What follows belongs to an exercise in optimizing a design on an open flow for small area, a short achievable clock period and few clock cycles; a production flow would make more cautious choices. No functional check of the RTL was part of any run shown here. Power figures rest on the tool's default switching activity, not on a simulated workload.

[flow/config.mk]
export PLATFORM = sky130hd
export DESIGN_NAME = ppc_relocation_patcher_top
export DESIGN_NICKNAME = ppc_relocation_patcher_top
export VERILOG_FILES = /design/flow/design.v
export SDC_FILE = /design/flow/constraint.sdc
export NUM_CORES = 4
export LEC_CHECK = 0
export ABC_AREA = 1
export CAP_MARGIN = 20
export CORE_MARGIN = 2
export CORE_UTILIZATION = 40
export SETUP_SLACK_MARGIN = 2.8
export SLEW_MARGIN = 20
[flow/design.v]
package ppcrp_pkg;
	typedef struct packed {
		logic               op;
		logic [7:0]         reloc_type;
		logic [31:0]        section_base;
		logic [31:0]        place_offset;
		logic signed [31:0] addend;
		logic [31:0]        symbol_value;
		logic [31:0]        old_word;
	} req_t;
	typedef struct packed {
		logic [2:0]  status;
		logic [1:0]  write_size;
		logic [31:0] write_addr;
		logic [31:0] write_data;
		logic        last;
	} res_t;
	typedef struct packed {
		logic        sizing;   
		logic        base0;    
		logic        none;     
		logic        a32;      
		logic        r32;      
		logic        half;     
		logic [1:0]  hsel;     
		logic        br;       
		logic        rel;      
		logic        is14;     
		logic [31:0] p;        
		logic [31:0] sa;       
		logic [25:0] add;      
		logic [17:0] old;      
	} slot_t;
	typedef struct packed {
		logic        far;      
		logic        rel;      
		logic        is14;     
		logic [25:0] add;      
		logic [2:0]  status;
		logic [1:0]  size;
		logic [31:0] addr;     
		logic [31:0] data;     
		logic [31:0] target;   
	} cmd_t;
	localparam logic OP_APPLY = 1'b0;
	localparam logic OP_SIZE  = 1'b1;
	localparam logic [2:0] ST_OK     = 3'd0;
	localparam logic [2:0] ST_CACHE  = 3'd1;
	localparam logic [2:0] ST_ADD    = 3'd2;
	localparam logic [2:0] ST_NOROOM = 3'd3;
	localparam logic [2:0] ST_UNSUP  = 3'd4;
	localparam logic [1:0] SZ_NONE = 2'd0;
	localparam logic [1:0] SZ_HALF = 2'd1;
	localparam logic [1:0] SZ_WORD = 2'd2;
	localparam logic [7:0] R_NONE       = 8'd0;
	localparam logic [7:0] R_ADDR32     = 8'd1;
	localparam logic [7:0] R_ADDR24     = 8'd2;
	localparam logic [7:0] R_ADDR16_LO  = 8'd4;
	localparam logic [7:0] R_ADDR16_HI  = 8'd5;
	localparam logic [7:0] R_ADDR16_HA  = 8'd6;
	localparam logic [7:0] R_ADDR14     = 8'd7;
	localparam logic [7:0] R_REL24      = 8'd10;
	localparam logic [7:0] R_REL14      = 8'd11;
	localparam logic [7:0] R_REL32      = 8'd26;
	localparam logic [7:0] R_SDAREL16   = 8'd32;
	localparam logic [7:0] R_TPREL16_LO = 8'd70;
	localparam logic [7:0] R_TPREL16_HI = 8'd71;
	localparam logic [7:0] R_TPREL16_HA = 8'd72;
	localparam logic [1:0] CFG_SMALL_BASE  = 2'd0;
	localparam logic [1:0] CFG_TRAMP_START = 2'd1;
	localparam logic [1:0] CFG_TRAMP_END   = 2'd2;
	localparam logic [31:0] INSN_LIS   = 32'h3d800000;
	localparam logic [31:0] INSN_ORI   = 32'h618c0000;
	localparam logic [31:0] INSN_MTCTR = 32'h7d8903a6;
	localparam logic [31:0] INSN_BCTR  = 32'h4e800420;
	localparam logic [31:0] MASK14     = 32'h0000fffc;
	localparam logic [31:0] MASK24     = 32'h03fffffc;
	localparam logic [32:0] VENEER_BYTES = 33'd16;
	function automatic logic [63:0] csa(input logic [31:0] a, input logic [31:0] b,
			input logic [31:0] c, input logic cin);
		logic [31:0] s;
		logic [31:0] k;
		s = a ^ b ^ c;
		k = (a & b) | (a & c) | (b & c);
		csa = {s, k[30:0], cin};
	endfunction
	function automatic logic [32:0] sk_carry(input logic [31:0] a, input logic [31:0] b,
			input logic cin);
		logic [31:0] g;
		logic [31:0] p;
		logic [31:0] g2;
		logic [31:0] p2;
		g    = a & b;
		p    = a ^ b;
		g[0] = g[0] | (p[0] & cin);
		for (int l = 0; l < 5; l++) begin
			g2 = g;
			p2 = p;
			for (int i = (1 << l); i < 32; i++) begin
				g2[i] = g[i] | (p[i] & g[i - (1 << l)]);
				p2[i] = p[i] & p[i - (1 << l)];
			end
			g = g2;
			p = p2;
		end
		sk_carry = {g, cin};
	endfunction
	function automatic logic [31:0] sk_add(input logic [31:0] a, input logic [31:0] b,
			input logic cin);
		logic [32:0] c;
		c      = sk_carry(a, b, cin);
		sk_add = a ^ b ^ c[31:0];
	endfunction
endpackage
module ppcrp_front (
	input  logic            clk,
	input  logic            arst_n,
	input  logic            push,
	output logic            full,
	input  ppcrp_pkg::req_t req,
	input  logic            take,
	output logic            valid,
	output ppcrp_pkg::slot_t slot
);
	logic             valid_q;
	logic             accept;
	logic [7:0]       t;
	ppcrp_pkg::slot_t s;
	assign full   = valid_q && !take;
	assign accept = push && !full;
	assign valid  = valid_q;
	always_comb begin
		t        = req.reloc_type;
		s.sizing = (req.op == ppcrp_pkg::OP_SIZE);
		s.base0  = (req.section_base == 32'd0);
		s.none   = (t == ppcrp_pkg::R_NONE);
		s.a32    = (t == ppcrp_pkg::R_ADDR32);
		s.r32    = (t == ppcrp_pkg::R_REL32);
		s.half   = (t == ppcrp_pkg::R_ADDR16_LO) || (t == ppcrp_pkg::R_TPREL16_LO) ||
		           (t == ppcrp_pkg::R_ADDR16_HI) || (t == ppcrp_pkg::R_TPREL16_HI) ||
		           (t == ppcrp_pkg::R_ADDR16_HA) || (t == ppcrp_pkg::R_TPREL16_HA) ||
		           (t == ppcrp_pkg::R_SDAREL16);
		s.hsel[0] = (t == ppcrp_pkg::R_ADDR16_HI) || (t == ppcrp_pkg::R_TPREL16_HI) ||
		            (t == ppcrp_pkg::R_SDAREL16);
		s.hsel[1] = (t == ppcrp_pkg::R_ADDR16_HA) || (t == ppcrp_pkg::R_TPREL16_HA) ||
		            (t == ppcrp_pkg::R_SDAREL16);
		s.rel    = (t == ppcrp_pkg::R_REL24) || (t == ppcrp_pkg::R_REL14);
		s.br     = (t == ppcrp_pkg::R_ADDR24) || (t == ppcrp_pkg::R_ADDR14) || s.rel;
		s.is14   = (t == ppcrp_pkg::R_ADDR14) || (t == ppcrp_pkg::R_REL14);
		s.p      = ppcrp_pkg::sk_add(req.section_base, req.place_offset, 1'b0);
		s.sa     = ppcrp_pkg::sk_add(req.symbol_value, req.addend, 1'b0);
		s.add    = req.addend[25:0];
		s.old    = {req.old_word[31:16], req.old_word[1:0]};
	end
	always_ff @(posedge clk or negedge arst_n) begin
		if (!arst_n) begin
			valid_q <= 1'b0;
		end else if (accept) begin
			valid_q <= 1'b1;
		end else if (take) begin
			valid_q <= 1'b0;
		end
	end
	always_ff @(posedge clk) begin
		if (accept) begin
			slot <= s;
		end
	end
endmodule
module ppcrp_classify (
	input  ppcrp_pkg::slot_t slot,
	input  logic [15:0]      small_base,
	output ppcrp_pkg::cmd_t  cmd
);
	logic        far;
	logic        far_rel;
	logic        far_abs;
	logic [31:0] d;
	logic [31:0] adj;
	logic [31:0] nb;
	logic [31:0] x;
	logic [31:0] o;
	logic [31:0] n;
	logic [32:0] dc;
	logic [15:0] hw;
	logic [15:0] sda;
	logic [15:0] ha;
	logic [31:0] mask;
	logic [31:0] oldw;
	logic [31:0] keep;
	logic [31:0] near_data;
	logic [31:0] other_data;
	logic        c15;
	logic        c25;
	logic        z14;
	logic        o14;
	logic        z24;
	logic        o24;
	logic        in14;
	logic        in24;
	always_comb begin
		nb   = ~slot.p;
		dc   = ppcrp_pkg::sk_carry(slot.sa, nb, 1'b1);
		d    = slot.sa ^ nb ^ dc[31:0];
		x    = slot.sa ^ nb;
		o    = slot.sa | nb;
		n    = slot.sa & nb;
		c15  = dc[15];
		c25  = dc[25];
		z14  = &(x[31:16] ~^ o[30:15]);
		o14  = &(x[31:16] ^ n[30:15]);
		z24  = &(x[31:26] ~^ o[30:25]);
		o24  = &(x[31:26] ^ n[30:25]);
		in14 = (x[15] ^ c15) ? o14 : z14;
		in24 = (x[25] ^ c25) ? o24 : z24;
		far_rel = slot.is14 ? !in14 : !in24;
		far_abs = slot.is14 ? (|slot.sa[31:16]) : (|slot.sa[31:26]);
		far     = slot.rel ? far_rel : far_abs;
		adj     = ppcrp_pkg::sk_add({6'd0, slot.add}, slot.rel ? nb : 32'd0, slot.rel);
		sda  = slot.sa[15:0] - small_base;
		ha   = slot.sa[31:16] + {15'd0, slot.sa[15]};
		mask = slot.is14 ? ppcrp_pkg::MASK14 : ppcrp_pkg::MASK24;
		oldw = {slot.old[17:2], 14'd0, slot.old[1:0]};
		keep = oldw & ~mask;
		case (slot.hsel)
			2'd0:    hw = slot.sa[15:0];
			2'd1:    hw = slot.sa[31:16];
			2'd2:    hw = ha;
			default: hw = sda;
		endcase
		near_data = keep | ((slot.rel ? d : slot.sa) & mask);
		if (slot.a32) begin
			other_data = slot.sa;
		end else if (slot.r32) begin
			other_data = d;
		end else if (slot.half) begin
			other_data = {16'd0, hw};
		end else begin
			other_data = near_data;
		end
		cmd.far    = 1'b0;
		cmd.rel    = slot.rel;
		cmd.is14   = slot.is14;
		cmd.add    = adj[25:0];
		cmd.status = ppcrp_pkg::ST_OK;
		cmd.size   = ppcrp_pkg::SZ_NONE;
		cmd.addr   = slot.p;
		cmd.target = slot.sa;
		cmd.data   = other_data;
		if (!(slot.a32 || slot.r32 || slot.half || slot.br || slot.none)) begin
			cmd.status = ppcrp_pkg::ST_UNSUP;
		end else if (slot.sizing) begin
			if (slot.br) begin
				cmd.status = slot.base0 ? ppcrp_pkg::ST_CACHE
				           : far ? ppcrp_pkg::ST_ADD : ppcrp_pkg::ST_OK;
			end
		end else if (slot.a32 || slot.r32 || (slot.br && !far)) begin
			cmd.size = ppcrp_pkg::SZ_WORD;
		end else if (slot.half) begin
			cmd.size = ppcrp_pkg::SZ_HALF;
		end else if (slot.br) begin
			cmd.far  = 1'b1;
			cmd.size = ppcrp_pkg::SZ_WORD;
		end
	end
endmodule
module ppcrp_queue (
	input  logic            clk,
	input  logic            arst_n,
	input  logic            push,
	output logic            full,
	input  ppcrp_pkg::cmd_t wdata,
	input  logic [31:0]     tnext,
	input  logic            room,
	input  logic            pop,
	output logic            empty,
	output ppcrp_pkg::cmd_t head,
	output logic [3:0]      vword,
	output logic            vany,
	output logic            noroom,
	output logic            normal,
	output logic            wr,
	output logic            ven_pop
);
	logic            valid_q;
	logic [3:0]      v_q;       
	logic            vany_q;    
	logic            nor_q;     
	logic            norm_q;    
	logic            wr_q;      
	ppcrp_pkg::cmd_t cmd_q;
	logic            last_pop;
	logic            accept;
	logic            ven_load;
	logic            fix_q;
	logic [31:0]     mask;
	logic [31:0]     f;
	logic [31:0]     fixed;
	assign empty    = !valid_q;
	assign last_pop = valid_q && !vany_q && pop;
	assign ven_pop  = valid_q && vany_q && pop;
	assign full     = valid_q && !last_pop;
	assign accept   = push && !full;
	assign head     = cmd_q;
	assign vword    = v_q;
	assign vany     = vany_q;
	assign noroom   = nor_q;
	assign normal   = norm_q;
	assign wr       = wr_q;
	assign ven_load = wdata.far && room;
	always_comb begin
		mask  = cmd_q.is14 ? ppcrp_pkg::MASK14 : ppcrp_pkg::MASK24;
		f     = ppcrp_pkg::sk_add(tnext, {6'd0, cmd_q.add}, 1'b0);
		fixed = (cmd_q.data & ~mask) | (f & mask);
	end
	always_ff @(posedge clk or negedge arst_n) begin
		if (!arst_n) begin
			valid_q <= 1'b0;
			v_q     <= 4'd0;
			vany_q  <= 1'b0;
			nor_q   <= 1'b0;
			norm_q  <= 1'b0;
			wr_q    <= 1'b0;
			fix_q   <= 1'b0;
		end else begin
			fix_q <= accept && ven_load;
			if (accept) begin
				valid_q <= 1'b1;
				v_q     <= {3'd0, ven_load};
				vany_q  <= ven_load;
				nor_q   <= wdata.far && !room;
				norm_q  <= !wdata.far;
				wr_q    <= !wdata.far && (wdata.size != ppcrp_pkg::SZ_NONE);
			end else if (last_pop) begin
				valid_q <= 1'b0;
			end else if (ven_pop) begin
				v_q    <= {v_q[2:0], 1'b0};
				if (v_q[3]) begin
					vany_q <= 1'b0;
					norm_q <= 1'b1;
					wr_q   <= 1'b1;
				end
			end
		end
	end
	always_ff @(posedge clk) begin
		if (accept) begin
			cmd_q <= wdata;
		end
		if (accept || fix_q) begin
			cmd_q.data <= fix_q ? fixed : wdata.data;
		end
	end
endmodule
module ppcrp_back (
	input  ppcrp_pkg::cmd_t cmd,
	input  logic [3:0]      vword,
	input  logic            vany,
	input  logic            noroom,
	input  logic            normal,
	input  logic            wr,
	input  logic [31:0]     tnext,
	output ppcrp_pkg::res_t res
);
	always_comb begin
		res.status     = ({3{normal}} & cmd.status) |
		                 ({3{noroom}} & ppcrp_pkg::ST_NOROOM);
		res.write_size = ({2{normal}} & cmd.size) |
		                 ({2{vany}} & ppcrp_pkg::SZ_WORD);
		res.write_addr = ({32{wr}} & cmd.addr) | ({32{vany}} & tnext);
		res.write_data = ({32{wr}} & cmd.data) |
		                 ({32{vword[0]}} & (ppcrp_pkg::INSN_LIS | {16'd0, cmd.target[31:16]})) |
		                 ({32{vword[1]}} & (ppcrp_pkg::INSN_ORI | {16'd0, cmd.target[15:0]})) |
		                 ({32{vword[2]}} & ppcrp_pkg::INSN_MTCTR) |
		                 ({32{vword[3]}} & ppcrp_pkg::INSN_BCTR);
		res.last       = !vany;
	end
endmodule
module ppc_relocation_patcher_top (
	input  logic            clk,
	input  logic            arst_n,
	input  logic            push,
	output logic            full,
	input  logic [168:0]    req,
	output logic            empty,
	input  logic            pop,
	output logic [69:0]     res,
	input  logic            cfg_valid,
	output logic            cfg_ready,
	input  logic [1:0]      cfg_index,
	input  logic [31:0]     cfg_data
);
	ppcrp_pkg::req_t  req_w;
	ppcrp_pkg::res_t  res_w;
	logic [15:0]      small_base_q;   
	logic [31:0]      tramp_end_q;
	logic [31:0]      tnext_q;
	logic             cfg_wr;
	logic             ven_pop;
	logic             room;
	logic [3:0]       vword;
	logic             vany;
	logic             noroom;
	logic             normal;
	logic             wr;
	logic             s_valid;
	logic             s_take;
	logic             c_full;
	ppcrp_pkg::slot_t slot;
	ppcrp_pkg::cmd_t  cmd_d;
	ppcrp_pkg::cmd_t  cmd_q;
	assign req_w     = req;
	assign res       = res_w;
	assign cfg_ready = 1'b1;
	assign cfg_wr    = cfg_valid && cfg_ready;
	assign s_take    = s_valid && !c_full;
	always_ff @(posedge clk or negedge arst_n) begin
		if (!arst_n) begin
			small_base_q <= 16'd0;
			tramp_end_q  <= 32'd0;
		end else if (cfg_wr) begin
			case (cfg_index)
				ppcrp_pkg::CFG_SMALL_BASE: small_base_q <= cfg_data[15:0];
				ppcrp_pkg::CFG_TRAMP_END:  tramp_end_q  <= cfg_data;
				default: ;
			endcase
		end
	end
	always_ff @(posedge clk or negedge arst_n) begin
		if (!arst_n) begin
			tnext_q <= 32'd0;
		end else if (cfg_wr && (cfg_index == ppcrp_pkg::CFG_TRAMP_START)) begin
			tnext_q <= cfg_data;
		end else if (ven_pop) begin
			tnext_q <= tnext_q + 32'd4;
		end
	end
	assign room = ({1'b0, tnext_q} + ppcrp_pkg::VENEER_BYTES) <= {1'b0, tramp_end_q};
	ppcrp_front u_front (
		.clk    (clk),
		.arst_n (arst_n),
		.push   (push),
		.full   (full),
		.req    (req_w),
		.take   (s_take),
		.valid  (s_valid),
		.slot   (slot)
	);
	ppcrp_classify u_classify (
		.slot       (slot),
		.small_base (small_base_q),
		.cmd        (cmd_d)
	);
	ppcrp_queue u_queue (
		.clk     (clk),
		.arst_n  (arst_n),
		.push    (s_valid),
		.full    (c_full),
		.wdata   (cmd_d),
		.tnext   (tnext_q),
		.room    (room),
		.pop     (pop),
		.empty   (empty),
		.head    (cmd_q),
		.vword   (vword),
		.vany    (vany),
		.noroom  (noroom),
		.normal  (normal),
		.wr      (wr),
		.ven_pop (ven_pop)
	);
	ppcrp_back u_back (
		.cmd    (cmd_q),
		.vword  (vword),
		.vany   (vany),
		.noroom (noroom),
		.normal (normal),
		.wr     (wr),
		.tnext  (tnext_q),
		.res    (res_w)
	);
endmodule
[flow/flow/run.sh]
#!/bin/bash
# Standard layout with smaller port buffers. Each ORFS step keeps its own
# log under orfs/logs; make's output goes to flow.log.
set -o pipefail
bash standard.sh \
	BUFFER_PORTS_ARGS="-buffer_cell sky130_fd_sc_hd__buf_2" \
	finish > flow.log 2>&1
[flow/standard.sh]
#!/bin/bash
# synth_recipe.tcl (not shown) runs the flow's synth.tcl, then flattens the netlist and writes it again
# the make line also repeats each setting of config.mk as NAME=value (left out here)
make -C /OpenROAD-flow-scripts/flow DESIGN_CONFIG=/design/flow/config.mk WORK_HOME=/design/flow/orfs CLKGATE_MAP_FILE= SYNTH_SCRIPT=/design/flow/synth_recipe.tcl "${@:-finish}"
[flow/constraint.sdc]
create_clock -name core_clock -period 6.0 [get_ports {clk}]
set_input_delay 1.2000 -clock core_clock [delete_from_list [all_inputs] [get_ports {clk}]]
set_output_delay 1.2000 -clock core_clock [all_outputs]
set_load 0.01 [all_outputs]
==> impl_results.md, run 1 <==
* CP Capture Type: flop
* Max rail drop VDD at 0.207 mV
* Clock sinks at 338
* DIE HEIGHT at 256 microns
* Largest net degree at the start of global routing at 108
* First-pass GRT wire length at 136 mm
* Nets at 3,992
* Async SR Flop Fraction at 0.269
* Area added between synthesis and finish at 19.7%
* Reg2reg path depth at 13
* WL/cell at 20.7 microns
* Count of unique library cells instantiated by Yosys at 62
* Worst hold path cell count at 2
* First-pass DRT Iterations at 6
* CP max FO at 6
* Initial antenna violation count at 1
* Layout Cell Area excl Fill at 30,300 sq um
* Via/cell ratio at 5.32
* Crit. path cell count at 13
* Crit path required time at 6490 ps
* Logic pwr share at 0.242
* Hold WC Path Type: flop to flop
* Worst-Margin Slew at 876 ps
* Cts bufs inserted at 40
* Total grt overflow at 0
* Share of power burned in registers at 0.391
* RSZ-0062 raised after global routing: yes
* Critical Path AT at 3750 ps
* Max Slew Vio Count at 0
* Antenna viol nets, final at 0
* Die W at 256 microns
* Buffers on Ports at 265
* Leak Pwr at 14.1 nW
* Top cell by count, worst path: nand4_1
* Critical path class: flop to flop
* Dpl cell area at 27,600 sq um
* Most common cell after layout, fill and taps aside: nand2_1
* Die area at 65,400 sq um
* Worst path cell trace: nand2_1 > nor2_1 > nand2_1 > nor4_2 > nand4_1 > xor2_1 > ha_1 > nand4_1 > nor4_1 > nand3_1 > o21ai_4 > nand4_1 > o21ai_1
* Synth Area per Inst at 7.96 sq um
* Gr usage total at 0.274
* Dominant synthesized flop cell: edfxtp_1
* Cts hold-fix bufs at 0
* Pint at 4.80 mW
* Switch Pwr at 2.21 mW
* Hpwl dp at 72.0 mm
* Number of flops mapped to enable cells by yosys at 247
* Endpoints failing setup at 0
* Starting density of the core at 0.403
* Core Region at 62,900 sq um
* Fmax at 307 MHz
* Sequential fraction of the synthesis area at 0.383
* Pwr Total at 7.01 mW
* Slowest cell on crit path: dfrtp_2
* Power Density at 231 nW/um^2
* Clk Latency, worst-skew pair at 590 ps
* #FFs+latches synth at 338
* Fin Setup TNS at 0 ps
* Fin crit share at 0.542
* Clk slew on worst S/H paths at 60 ps
* CTS root buffer: clkbuf_16
* # rows at 92
* Final wirelength at 91.7 mm
* H-tree levels at 2
* Worst Skew at 22.0 ps
* WP buf/inv at 0
* Starting DRT DRC Count at 2,105
* DR vias at 23,600
* Vias in the first global route at 22,600
* Clock share of power at 0.367
* Final Hold Fails at 0
* Crit path time final at 3250 ps
* Switching part of the total at 0.315
* Cells after Synth at 3,184
* Rel. slew slack at 0.415
* YS warnings at 5
* Final Core Density at 0.483
* Commonest cells after routing, fill and taps aside: nand2_1, inv_1, buf_2
* Register-to-register setup slack at 2750 ps
* DRC violations left at 0
* Max Root-Sink Buffers at 3
* Max Cap Viol at 0
* Global placement routability congestion at 0.965
* Status: no timing/DRC/antenna violations
* IO Count at 281
* Startpoint Class: flop
* CTS tree: done
* CP delay by family, top: simple AND/OR/NAND/NOR gates
* Share of post-route cells with drive strength above 1 at 0.178
* CP peak stage delay at 470 ps
* Mapped cell area at 25,300 sq um
-- layer usage --
metal  global-route usage  part of all wire  up-vias
met5                    0                 0        -
met2                0.465              0.47      878
li1                     -                 -    11500
met4               0.0913             0.033        0
met1                0.364              0.43    11100
met3               0.0313             0.059      128
-- sequential cells by signal, indices dropped and copies added (netlist names), 4 cells and up, named ones only --
name / cells
small_base_q: 16
tnext_q: 32
tramp_end_q: 32
u_queue.v_q: 4
u_queue.cmd_q: 118
u_front.slot: 119
-- path summary, 6_finish.rpt --
| kind | start | endpoint |
|---|---|---|
| worst max register to register | tnext_q[19]$_DFFE_PN0P_ | u_queue.vany_q$_DFFE_PN0P_ |
| worst min register to register | tramp_end_q[17]$_DFFE_PN0P_ | tramp_end_q[17]$_DFFE_PN0P_ |
| min in group asynchronous | arst_n | tramp_end_q[19]$_DFFE_PN0P_ |
| worst max-delay path | tnext_q[19]$_DFFE_PN0P_ | u_queue.vany_q$_DFFE_PN0P_ |
| worst min-delay path | tramp_end_q[17]$_DFFE_PN0P_ | tramp_end_q[17]$_DFFE_PN0P_ |
| max in group asynchronous | arst_n | u_queue.wr_q$_DFFE_PN0P_ |
-- cell type report --
| class | instances | area [sq um] |
|---|---|---|
| well taps | 846 | 1060 |
| fillers | 6283 | 32500 |
| repair inverters | 1 | 7.51 |
| clock inverters | 20 | 260 |
| inverters | 465 | 1770 |
| clock buffers | 52 | 1130 |
| repair buffers | 397 | 2390 |
| multi-input cells | 2312 | 14000 |
| flip-flops and latches | 338 | 9730 |
| diodes | 1 | 2.50 |
-- synth_stat cells, drive strengths merged, types with 3 or more instances --
| cell | n | share of area |
|---|---|---|
| a21boi | 7 | 0.0022 |
| a21o | 15 | 0.0044 |
| a21oi | 264 | 0.053 |
| a221oi | 10 | 0.0035 |
| a22o | 3 | 0.0010 |
| a22oi | 4 | 0.0012 |
| a31oi | 16 | 0.0040 |
| buf | 15 | 0.0030 |
| clkbuf | 54 | 0.0082 |
| dfrtp | 91 | 0.090 |
| edfxtp | 247 | 0.29 |
| fa | 21 | 0.017 |
| ha | 208 | 0.10 |
| inv | 464 | 0.069 |
| nand2 | 747 | 0.11 |
| nand3 | 153 | 0.032 |
| nand3b | 9 | 0.0028 |
| nand4 | 42 | 0.011 |
| nor2 | 247 | 0.038 |
| nor3 | 43 | 0.0093 |
| nor4 | 28 | 0.0074 |
| o2111ai | 5 | 0.0017 |
| o211ai | 22 | 0.0065 |
| o21a | 11 | 0.0033 |
| o21ai | 230 | 0.047 |
| o21bai | 12 | 0.0036 |
| o221a | 3 | 0.0013 |
| o221ai | 23 | 0.0080 |
| o22ai | 6 | 0.0015 |
| o311ai | 4 | 0.0014 |
| or2 | 6 | 0.0015 |
| xnor2 | 51 | 0.018 |
| xor2 | 110 | 0.038 |
-- what timing repair did --
| item | CTS | global route |
|---|---|---|
| pin swaps | 22 | 27 |
| setup buffers | 36 | 78 |
| cloned | 1 | 0 |
| endpoints found under the setup margin | 69 | 36 |
| resized for setup | 87 | 45 |
-- power groups by stage --
stage               combinational [mW]  sequential (mW)  clock, mW
finish                            1.69             2.74       2.57
global route                      1.90             2.75       2.71
CTS                               1.61             2.74       2.62
detailed placement                1.52             2.78          0
global placement                  1.50             2.78          0
floorplan                         1.05             2.73          0
-- worst reg2reg max path, cell delays in order (launching register included) --
cell and delay [ps]:
dfrtp_2 470, nand2_1 140, nor2_1 220, nand2_1 210, nor4_2 290, nand4_1 230, xor2_1 200, ha_1 350
nand4_1 120, nor4_1 240, nand3_1 180, o21ai_4 150, nand4_1 230, o21ai_1 150
-- stage by stage --
step           setup WS, ps  hold slack, ps  cells
3_3_place_gp           2140             466   4244
5_1_grt                2550             503   4431
3_5_place_dp           2120             473   4244
6_report               2750             485   4432
2_1_floorplan          2100             444   3184
4_1_cts                2710             487   4353
-- logic make-up (layout without fill, tap and decap cells) --
kind of cell | count (synthesis) | in the layout | share of synthesized area
compound gates | 644 | 644 | 0.147
other cells | 1 | 2 | 0.000148
fa+ha+maj | 229 | 229 | 0.119
flops | 338 | 338 | 0.383
xor+xnor | 161 | 161 | 0.0557
buf+inv | 534 | 935 | 0.0801
simple gates | 1277 | 1277 | 0.215
==> run 2: changes to the inputs <==
--- a/flow/design.v
+++ b/flow/design.v
@@ -88,20 +88,16 @@
 			input logic cin);
 		logic [31:0] g;
 		logic [31:0] p;
-		logic [31:0] g2;
-		logic [31:0] p2;
 		g    = a & b;
 		p    = a ^ b;
 		g[0] = g[0] | (p[0] & cin);
 		for (int l = 0; l < 5; l++) begin
-			g2 = g;
-			p2 = p;
-			for (int i = (1 << l); i < 32; i++) begin
-				g2[i] = g[i] | (p[i] & g[i - (1 << l)]);
-				p2[i] = p[i] & p[i - (1 << l)];
+			for (int i = 0; i < 32; i++) begin
+				if (((i >> l) & 1) == 1) begin
+					g[i] = g[i] | (p[i] & g[((i >> l) << l) - 1]);
+					p[i] = p[i] & p[((i >> l) << l) - 1];
+				end
 			end
-			g = g2;
-			p = p2;
 		end
 		sk_carry = {g, cin};
 	endfunction
@@ -176,7 +172,6 @@
 	logic        far_rel;
 	logic        far_abs;
 	logic [31:0] d;
-	logic [31:0] adj;
 	logic [31:0] nb;
 	logic [31:0] x;
 	logic [31:0] o;
@@ -216,7 +211,6 @@
 		far_rel = slot.is14 ? !in14 : !in24;
 		far_abs = slot.is14 ? (|slot.sa[31:16]) : (|slot.sa[31:26]);
 		far     = slot.rel ? far_rel : far_abs;
-		adj     = ppcrp_pkg::sk_add({6'd0, slot.add}, slot.rel ? nb : 32'd0, slot.rel);
 		sda  = slot.sa[15:0] - small_base;
 		ha   = slot.sa[31:16] + {15'd0, slot.sa[15]};
 		mask = slot.is14 ? ppcrp_pkg::MASK14 : ppcrp_pkg::MASK24;
@@ -241,7 +235,7 @@
 		cmd.far    = 1'b0;
 		cmd.rel    = slot.rel;
 		cmd.is14   = slot.is14;
-		cmd.add    = adj[25:0];
+		cmd.add    = slot.add;
 		cmd.status = ppcrp_pkg::ST_OK;
 		cmd.size   = ppcrp_pkg::SZ_NONE;
 		cmd.addr   = slot.p;
@@ -292,7 +286,9 @@
 	logic            last_pop;
 	logic            accept;
 	logic            ven_load;
-	logic            fix_q;
+	logic            fix1_q;
+	logic            fix2_q;
+	logic [31:0]     fx;
 	logic [31:0]     mask;
 	logic [31:0]     f;
 	logic [31:0]     fixed;
@@ -310,7 +306,8 @@
 	assign ven_load = wdata.far && room;
 	always_comb begin
 		mask  = cmd_q.is14 ? ppcrp_pkg::MASK14 : ppcrp_pkg::MASK24;
-		f     = ppcrp_pkg::sk_add(tnext, {6'd0, cmd_q.add}, 1'b0);
+		fx    = fix1_q ? tnext : (cmd_q.rel ? ~cmd_q.addr : 32'd0);
+		f     = ppcrp_pkg::sk_add(fx, {6'd0, cmd_q.add}, !fix1_q && cmd_q.rel);
 		fixed = (cmd_q.data & ~mask) | (f & mask);
 	end
 	always_ff @(posedge clk or negedge arst_n) begin
@@ -321,9 +318,11 @@
 			nor_q   <= 1'b0;
 			norm_q  <= 1'b0;
 			wr_q    <= 1'b0;
-			fix_q   <= 1'b0;
+			fix1_q  <= 1'b0;
+			fix2_q  <= 1'b0;
 		end else begin
-			fix_q <= accept && ven_load;
+			fix1_q <= accept && ven_load;
+			fix2_q <= fix1_q;
 			if (accept) begin
 				valid_q <= 1'b1;
 				v_q     <= {3'd0, ven_load};
@@ -347,8 +346,11 @@
 		if (accept) begin
 			cmd_q <= wdata;
 		end
-		if (accept || fix_q) begin
-			cmd_q.data <= fix_q ? fixed : wdata.data;
+		if (accept || fix1_q) begin
+			cmd_q.add <= fix1_q ? f[25:0] : wdata.add;
+		end
+		if (accept || fix2_q) begin
+			cmd_q.data <= fix2_q ? fixed : wdata.data;
 		end
 	end
 endmodule
==> impl_results.md, run 2 <==
* Worst setup startpoint: u_queue.fix1_q$_DFF_PN0_
* Hold WC Path Type: flop to flop
* Async SR Flop Fraction at 0.271
* #FFs+latches synth at 340
* Cts bufs inserted at 41
* Synth top area share at 0.319
* Max rail drop VDD at 0.224 mV
* Endpoints failing setup at 0
* Layout Cell Area excl Fill at 28,400 sq um
* Most Used Layer, Global Route: met2
* Fin crit share at 0.555
* Gr usage total at 0.273
* Pwr Total at 6.57 mW
* Mapped cell area at 23,400 sq um
* M3 GR Usage at 0.0291
* Cts hold-fix bufs at 0
* Cells after Synth at 2,794
* Total grt overflow at 0
* Die area at 60,300 sq um
* Number of flops mapped to enable cells by yosys at 248
* Share of post-route cells with drive strength above 1 at 0.210
* CP peak stage delay at 490 ps
* Register cell area after layout at 9770 sq um
* Fin Setup TNS at 0 ps
* DRC violations left at 0
* Leak Pwr at 13.0 nW
* Status: no timing/DRC/antenna violations
* Antenna viol nets, final at 0
* M1 GR Usage at 0.373
* Largest net degree at the start of global routing at 65
* Vias in the first global route at 20,600
* Min Hold Slack at 474 ps
* Biggest regs: u_front.slot (119), u_queue.cmd_q (119)
* Count of unique library cells instantiated by Yosys at 62
* Hpwl dp at 64.1 mm
* Register-to-register setup slack at 2670 ps
* Global placement routability congestion at 0.952
* CTS tree: done
* Cell taking the most area after synthesis: edfxtp_1
* Clk slew on worst S/H paths at 70 ps
* Most common cell after layout, fill and taps aside: nand2_1
* Sequential fraction of the synthesis area at 0.417
* Dominant synthesized flop cell: edfxtp_1
* CP max FO at 3
* Worst path cell trace: inv_16 > buf_12 > o22ai_4 > fa_2 > inv_2 > fa_2 > inv_2 > nand3_2 > nand2_2 > nand3_2 > nand2_2 > nand2_2 > a31oi_4 > buf_4 > inv_2 > fa_2 > xnor2_2 > nor2_2 > a21oi_2
* Critical Path Sink: u_queue.cmd_q[41]$_DFFE_PP_
* Layout Cells excl Fill at 3,927
* Multi-input logic area at 12,500 sq um
* Final wirelength at 84.5 mm
* Dpl cell area at 25,700 sq um
* DIE HEIGHT at 246 microns
* Startpoint Class: flop
* First-pass DRT Iterations at 6
* Starting density of the core at 0.405
* R2r startpoint: u_queue.fix1_q$_DFF_PN0_
* Rel. slew slack at 0.267
* Worst flop-to-flop path endpoint: u_queue.cmd_q[41]$_DFFE_PP_
* First-pass GRT wire length at 124 mm
* Nets at 3,546
* Starting DRT DRC Count at 1,984
* Initial antenna violation count at 6
* Commonest cells after routing, fill and taps aside: nand2_1, inv_1, buf_2
* Via/cell ratio at 5.42
* CTS root buffer: clkbuf_16
* Crit path required time at 6390 ps
* Worst-Margin Slew at 1100 ps
* Die W at 246 microns
* Slowest cell on crit path: dfrtp_2
* Critical Path AT at 3720 ps
* Synth cell count leaders: nand2_1, inv_1, edfxtp_1
* Clock sinks at 340
* H-tree levels at 2
* Fillcell total at 5,606
* Area added between synthesis and finish at 21.7%
* Final Hold Fails at 0
* # rows at 88
* Reg2reg path depth at 19
* IO Count at 281
* Buffers on Ports at 265
* Synth top area cells: edfxtp_1, nand2_1, dfrtp_1
* CP Capture Type: flop
* Ant. Diodes at 0
* Fmax at 300 MHz
* Power Density at 231 nW/um^2
* Crit path time final at 3330 ps
* Clk Latency, worst-skew pair at 600 ps
* DR vias at 21,300
* Synth Area per Inst at 8.36 sq um
* YS warnings at 5
* Placed cell count at 3,763
* Max Root-Sink Buffers at 3
* Max Slew Vio Count at 0
* Worst Skew at 38.5 ps
* WL/cell at 21.5 microns
* GRT met2 Usage at 0.456
* Most instantiated library cell after synthesis: nand2_1
* RSZ-0062 raised after global routing: yes
* Core Region at 57,700 sq um
* Critical path class: flop to flop
* Max Cap Viol at 0
==> run 2: cell types whose count changed after synthesis, moves of 29 or more <==
cell	previous run	this run
a21oi_1	255	159
inv_1	451	401
nand2_1	735	651
nor2_1	235	164
o21ai_0	204	169
xnor2_1	51	22
==> run 2: how the worst min path moves through the flow <==
stage,from,endpoint,depth (start not counted)
after floorplan,u_queue.fix1_q$_DFF_PN0_,u_queue.fix2_q$_DFF_PN0_,0
after global placement,u_front.slot[85]$_DFFE_PP_,u_queue.cmd_q[73]$_DFFE_PP_,0
after detailed placement,u_front.slot[85]$_DFFE_PP_,u_queue.cmd_q[73]$_DFFE_PP_,0
after CTS,u_front.slot[85]$_DFFE_PP_,u_queue.cmd_q[73]$_DFFE_PP_,0
after global routing,u_front.slot[85]$_DFFE_PP_,u_queue.cmd_q[73]$_DFFE_PP_,0
final,u_front.slot[85]$_DFFE_PP_,u_queue.cmd_q[73]$_DFFE_PP_,0
==> run 2: layout make-up <==
cell class                 count  area share
multi-input combinational   1958       0.440
sequential                   340       0.344
timing repair buffer         365      0.0756
inverter                     421      0.0570
clock buffer                  50      0.0380
tap                          765      0.0337
clock inverter                26      0.0112
timing repair inverter         2    0.000616
==> run 2: stage by stage <==
| step | worst slack [ps] | utilization |
|---|---|---|
| floorplan | 2180 | - |
| global placement | 1990 | 0.445 |
| detailed placement | 1910 | 0.445 |
| CTS | 2690 | 0.479 |
| global route | 2570 | 0.493 |
| finish | 2670 | 0.493 |
==> run 2: metal layers <==
| layer | part of all wire | vias up | wire length [microns] |
|---|---|---|---|
| met5 | 0.00015 | - | 13 |
| met4 | 0.031 | 2 | 2630 |
| met3 | 0.070 | 146 | 5950 |
| met2 | 0.47 | 813 | 39900 |
| met1 | 0.43 | 10300 | 36000 |
| li1 | - | 10100 | - |
==> run 2: critical path, delay by kind of cell, from the launching register on <==
family | cells | cell delay [ps]
adders and majority gates | 3 | 900
AOI/OAI and AO/OA | 3 | 560
buffers and inverters | 6 | 490
DFF | 1 | 490
and+or+nand+nor | 6 | 480
xor gates and xnor gates | 1 | 210
==> run 2: repair_timing <==
item	CTS	global route
pin swaps	22	37
cloned	3	0
endpoints found under the setup margin	107	81
setup buffers	34	51
resized for setup	85	110
==> run 2: logic make-up after synthesis <==
logic type	after synthesis	synth area share
AO/OA/AOI/OAI	492	0.124
XOR/XNOR	136	0.0510
adder cells (fa/ha/maj)	209	0.121
buffers and inverters	497	0.0811
flip-flops	340	0.417
other	1	0.000161
AND/OR/NAND/NOR	1119	0.205
==> run 2: power breakdown <==
part | internal [mW] | total (mW) | switching [mW]
clock | 1.52 | 2.60 | 1.08
sequential | 2.63 | 2.73 | 0.0977
combinational | 0.487 | 1.24 | 0.753
total | 4.63 | 6.57 | 1.93
==> run 3: changes to the inputs <==
--- a/flow/design.v
+++ b/flow/design.v
@@ -108,6 +108,18 @@
 		sk_add = a ^ b ^ c[31:0];
 	endfunction
 endpackage
+module ppcrp_add32 (
+	input  logic [31:0] a,
+	input  logic [31:0] b,
+	input  logic        cin,
+	output logic [31:0] s,
+	output logic [32:0] c
+);
+	always_comb begin
+		c = ppcrp_pkg::sk_carry(a, b, cin);
+		s = a ^ b ^ c[31:0];
+	end
+endmodule
 module ppcrp_front (
 	input  logic            clk,
 	input  logic            arst_n,
@@ -125,6 +137,24 @@
 	assign full   = valid_q && !take;
 	assign accept = push && !full;
 	assign valid  = valid_q;
+	logic [31:0]      p_sum;
+	logic [31:0]      sa_sum;
+	logic [32:0]      p_c;
+	logic [32:0]      sa_c;
+	ppcrp_add32 u_add_p (
+		.a   (req.section_base),
+		.b   (req.place_offset),
+		.cin (1'b0),
+		.s   (p_sum),
+		.c   (p_c)
+	);
+	ppcrp_add32 u_add_sa (
+		.a   (req.symbol_value),
+		.b   (req.addend),
+		.cin (1'b0),
+		.s   (sa_sum),
+		.c   (sa_c)
+	);
 	always_comb begin
 		t        = req.reloc_type;
 		s.sizing = (req.op == ppcrp_pkg::OP_SIZE);
@@ -143,8 +173,8 @@
 		s.rel    = (t == ppcrp_pkg::R_REL24) || (t == ppcrp_pkg::R_REL14);
 		s.br     = (t == ppcrp_pkg::R_ADDR24) || (t == ppcrp_pkg::R_ADDR14) || s.rel;
 		s.is14   = (t == ppcrp_pkg::R_ADDR14) || (t == ppcrp_pkg::R_REL14);
-		s.p      = ppcrp_pkg::sk_add(req.section_base, req.place_offset, 1'b0);
-		s.sa     = ppcrp_pkg::sk_add(req.symbol_value, req.addend, 1'b0);
+		s.p      = p_sum;
+		s.sa     = sa_sum;
 		s.add    = req.addend[25:0];
 		s.old    = {req.old_word[31:16], req.old_word[1:0]};
 	end
@@ -172,6 +202,7 @@
 	logic        far_rel;
 	logic        far_abs;
 	logic [31:0] d;
+	logic [31:0] adj;
 	logic [31:0] nb;
 	logic [31:0] x;
 	logic [31:0] o;
@@ -193,10 +224,24 @@
 	logic        o24;
 	logic        in14;
 	logic        in24;
+	logic [31:0] adj_s;
+	logic [32:0] adj_c;
+	assign nb = ~slot.p;
+	ppcrp_add32 u_add_d (
+		.a   (slot.sa),
+		.b   (nb),
+		.cin (1'b1),
+		.s   (d),
+		.c   (dc)
+	);
+	ppcrp_add32 u_add_adj (
+		.a   ({6'd0, slot.add}),
+		.b   (slot.rel ? nb : 32'd0),
+		.cin (slot.rel),
+		.s   (adj_s),
+		.c   (adj_c)
+	);
 	always_comb begin
-		nb   = ~slot.p;
-		dc   = ppcrp_pkg::sk_carry(slot.sa, nb, 1'b1);
-		d    = slot.sa ^ nb ^ dc[31:0];
 		x    = slot.sa ^ nb;
 		o    = slot.sa | nb;
 		n    = slot.sa & nb;
@@ -211,6 +256,7 @@
 		far_rel = slot.is14 ? !in14 : !in24;
 		far_abs = slot.is14 ? (|slot.sa[31:16]) : (|slot.sa[31:26]);
 		far     = slot.rel ? far_rel : far_abs;
+		adj     = adj_s;
 		sda  = slot.sa[15:0] - small_base;
 		ha   = slot.sa[31:16] + {15'd0, slot.sa[15]};
 		mask = slot.is14 ? ppcrp_pkg::MASK14 : ppcrp_pkg::MASK24;
@@ -235,7 +281,7 @@
 		cmd.far    = 1'b0;
 		cmd.rel    = slot.rel;
 		cmd.is14   = slot.is14;
-		cmd.add    = slot.add;
+		cmd.add    = adj[25:0];
 		cmd.status = ppcrp_pkg::ST_OK;
 		cmd.size   = ppcrp_pkg::SZ_NONE;
 		cmd.addr   = slot.p;
@@ -286,9 +332,7 @@
 	logic            last_pop;
 	logic            accept;
 	logic            ven_load;
-	logic            fix1_q;
-	logic            fix2_q;
-	logic [31:0]     fx;
+	logic            fix_q;
 	logic [31:0]     mask;
 	logic [31:0]     f;
 	logic [31:0]     fixed;
@@ -304,10 +348,16 @@
 	assign normal   = norm_q;
 	assign wr       = wr_q;
 	assign ven_load = wdata.far && room;
+	logic [32:0]     f_c;
+	ppcrp_add32 u_add_f (
+		.a   (tnext),
+		.b   ({6'd0, cmd_q.add}),
+		.cin (1'b0),
+		.s   (f),
+		.c   (f_c)
+	);
 	always_comb begin
 		mask  = cmd_q.is14 ? ppcrp_pkg::MASK14 : ppcrp_pkg::MASK24;
-		fx    = fix1_q ? tnext : (cmd_q.rel ? ~cmd_q.addr : 32'd0);
-		f     = ppcrp_pkg::sk_add(fx, {6'd0, cmd_q.add}, !fix1_q && cmd_q.rel);
 		fixed = (cmd_q.data & ~mask) | (f & mask);
 	end
 	always_ff @(posedge clk or negedge arst_n) begin
@@ -318,11 +368,9 @@
 			nor_q   <= 1'b0;
 			norm_q  <= 1'b0;
 			wr_q    <= 1'b0;
-			fix1_q  <= 1'b0;
-			fix2_q  <= 1'b0;
+			fix_q   <= 1'b0;
 		end else begin
-			fix1_q <= accept && ven_load;
-			fix2_q <= fix1_q;
+			fix_q <= accept && ven_load;
 			if (accept) begin
 				valid_q <= 1'b1;
 				v_q     <= {3'd0, ven_load};
@@ -346,11 +394,8 @@
 		if (accept) begin
 			cmd_q <= wdata;
 		end
-		if (accept || fix1_q) begin
-			cmd_q.add <= fix1_q ? f[25:0] : wdata.add;
-		end
-		if (accept || fix2_q) begin
-			cmd_q.data <= fix2_q ? fixed : wdata.data;
+		if (accept || fix_q) begin
+			cmd_q.data <= fix_q ? fixed : wdata.data;
 		end
 	end
 endmodule
@@ -400,6 +445,8 @@
 	logic             cfg_wr;
 	logic             ven_pop;
 	logic             room;
+	logic [31:0]      tspace;
+	logic [32:0]      tspace_c;
 	logic [3:0]       vword;
 	logic             vany;
 	logic             noroom;
@@ -437,7 +484,14 @@
 			tnext_q <= tnext_q + 32'd4;
 		end
 	end
-	assign room = ({1'b0, tnext_q} + ppcrp_pkg::VENEER_BYTES) <= {1'b0, tramp_end_q};
+	ppcrp_add32 u_add_room (
+		.a   (tramp_end_q),
+		.b   (~tnext_q),
+		.cin (1'b1),
+		.s   (tspace),
+		.c   (tspace_c)
+	);
+	assign room = tspace_c[32] && (|tspace[31:4]);
 	ppcrp_front u_front (
 		.clk    (clk),
 		.arst_n (arst_n),
--- a/flow/config.mk
+++ b/flow/config.mk
@@ -5,9 +5,9 @@
 export SDC_FILE = /design/flow/constraint.sdc
 export NUM_CORES = 4
 export LEC_CHECK = 0
-export ABC_AREA = 1
 export CAP_MARGIN = 20
 export CORE_MARGIN = 2
 export CORE_UTILIZATION = 40
-export SETUP_SLACK_MARGIN = 2.8
+export SETUP_SLACK_MARGIN = 2.5
 export SLEW_MARGIN = 20
+export SYNTH_HIERARCHICAL = 1
==> impl_results.md, run 3 <==
* Fin Setup TNS at 0 ps
* Core Region at 63,000 sq um
* Most flop-heavy register: u_front.slot
* Initial antenna violation count at 0
* Worst path cell trace: ha_1 > o211ai_1 > or3_4 > a31oi_1 > nand2b_4 > a41o_4 > xor2_4 > nand4_1 > o32ai_2 > mux2i_2 > o21bai_4 > nor4_4 > buf_4 > nor2b_1 > mux2_4
* Ant. Diodes at 0
* Power Density at 318 nW/um^2
* Register-to-register setup slack at 2090 ps
* Nets at 3,213
* Gr usage total at 0.245
* Hpwl dp at 63.1 mm
* Clk slew on worst S/H paths at 60 ps
* Total grt overflow at 0
* Pwr Total at 9.41 mW
* Synth Area per Inst at 10.2 sq um
* Global placement routability congestion at 0.946
* Slowest cell on crit path: edfxtp_1
* Commonest cells after routing, fill and taps aside: buf_2, edfxtp_1, ha_1
* H-tree levels at 2
* CTS root buffer: clkbuf_16
* CTS tree: done
* Vias in the first global route at 20,500
* Die area at 65,500 sq um
* Worst-Margin Slew at 1080 ps
* Worst min-delay path startpoint: small_base_q[7]$_DFFE_PN0P_
* Endpoints failing setup at 0
* Worst slack, placed at 1440 ps
* Max Cap Viol at 0
* Biggest regs: u_front.slot (119), u_queue.cmd_q (118)
* Most common cell after layout, fill and taps aside: buf_2
* CP peak stage delay at 560 ps
* Layout Cell Area excl Fill at 29,600 sq um
* Min Hold Slack at 510 ps
* CP max FO at 6
* Max reg flops at 119
* Share of post-route cells with drive strength above 1 at 0.245
* Starting density of the core at 0.403
* WHS Endpoint: small_base_q[7]$_DFFE_PN0P_
* Worst Skew at 19.6 ps
* Fin crit share at 0.652
* Worst setup margin at 2090 ps
* Final wirelength at 82.4 mm
* Leak Pwr at 12.8 nW
* Max Slew Vio Count at 0
* First-pass DRT Iterations at 6
* Largest net degree at the start of global routing at 64
* # rows at 92
* Startpoint Class: flop
* Antenna viol nets, final at 0
* Clock sinks at 338
* R2r startpoint: u_front.slot[47]$_DFFE_PP_
* CP Capture Type: flop
* Status: no timing/DRC/antenna violations
* Hold WC Path Type: flop to flop
* Dpl cell area at 27,000 sq um
* Rel. slew slack at 0.279
* Mapped cell area at 25,400 sq um
* Worst flop-to-flop path endpoint: u_queue.nor_q$_DFFE_PN0P_
* Max Root-Sink Buffers at 3
* YS warnings at 12
* Cells after Synth at 2,494
* Max rail drop VDD at 0.192 mV
* Clk Latency, worst-skew pair at 570 ps
* DIE HEIGHT at 256 microns
* WL/cell at 22.7 microns
* Fmax at 256 MHz
* Final Hold Fails at 0
* Via/cell ratio at 5.70
* Die W at 256 microns
* Cts bufs inserted at 40
* Starting DRT DRC Count at 1,646
* Crit path required time at 6440 ps
* RSZ-0062 raised after global routing: yes
* IO Count at 281
* DRC violations left at 0
* Crit path time final at 3910 ps
* Reg2reg path depth at 15
* Critical path class: flop to flop
* Critical Path AT at 4350 ps
* First-pass GRT wire length at 123 mm
* DR vias at 20,700
* Worst hold path cell count at 1
* Fillcell total at 5,803
* Buffers on Ports at 265
* Area added between synthesis and finish at 16.5%
[run 3: critical path: cells and delay by family (launching register included)]
kind	cells	cell delay [ps]
compound gates	5	1060
simple gates	5	960
flops	1	560
mux	2	420
fa+ha+maj	1	410
xor+xnor	1	220
buf+inv	1	160
[run 3: per-layer routing]
layer,up-vias,global-route usage,wire [microns]
li1,9580,-,-
met5,-,0,0
met2,805,0.404,38400
met1,10200,0.328,35400
met4,0,0.0833,2840
met3,133,0.0367,5740
[run 3: power by group]
part           total, mW  internal, mW  switching (mW)
combinational       3.68          1.57            2.11
sequential          3.25          2.93           0.323
clock               2.48          1.49           0.992
[run 3: worst max path at each step]
stage	start	slack, ps	cells past startpoint	endpoint
3_3_place_gp	u_front.slot[44]$_DFFE_PP_	1500	19	u_queue.v_q[0]$_DFFE_PN0P_
6_report	u_front.slot[47]$_DFFE_PP_	2090	15	u_queue.nor_q$_DFFE_PN0P_
3_5_place_dp	u_front.slot[44]$_DFFE_PP_	1440	19	u_queue.vany_q$_DFFE_PN0P_
2_1_floorplan	u_front.slot[76]$_DFFE_PP_	2500	20	u_queue.v_q[0]$_DFFE_PN0P_
4_1_cts	tnext_q[0]$_DFFE_PN0P_	2080	19	u_queue.v_q[0]$_DFFE_PN0P_
5_1_grt	u_front.slot[52]$_DFFE_PP_	2010	16	u_queue.v_q[0]$_DFFE_PN0P_
[run 3: final cells by class]
cell class              instances  area (sq um)  area share
repair buffers                361          2130      0.0721
clock inverters                17           188     0.00634
inverters                     200           756      0.0255
multi-input cells            1810         14600       0.494
well taps                     846          1060      0.0358
flip-flops and latches        338          9700       0.328
clock buffers                  53          1130      0.0382
[run 3: through the flow]
step / std cells / util
final: 3625 / 0.470
after global routing: 3625 / 0.470
after CTS: 3599 / 0.461
after detailed placement: 3479 / 0.430
after global placement: 3479 / 0.430
after floorplan: 2496 / -
[run 3: what timing repair did]
item | in CTS | in global routing
setup endpoints to repair | 40 | 40
gates cloned | 1 | 0
hold buffers | 0 | 0
pin swaps | 39 | 40
setup buffers | 49 | 26
gates resized for setup | 61 | 95

static timing again, ports no longer ideal:
The results above use ideal ports. As a check the final layouts listed here were re-extracted and re-timed, cells and wires unchanged.
Step 1 assumes that a clkbuf_16 drives the clock port and a buf_2 every other input.
Step 2 times the ports against the registers' clock, not the clock port: input delays grow and output delays shrink by t, the midpoint of the rising clock arrivals with the driver on.
Slacks: ideal ports / drivers / drivers and shift; pairs: ideal ports / drivers.
run	t (ns)	setup slack, ns	cell pins on the clock port's net
run 1	0.641	2.747 / 2.747 / 2.413	1
run 2	0.644	2.672 / 2.672 / 2.282	1
run 3	0.614	2.087 / 2.087 / 2.082	1
After both steps setup and hold are still met in every run listed. For run 2, which loses most, drivers alone change the setup slack by 0.000 ns; drivers and shift together by -0.390 ns.
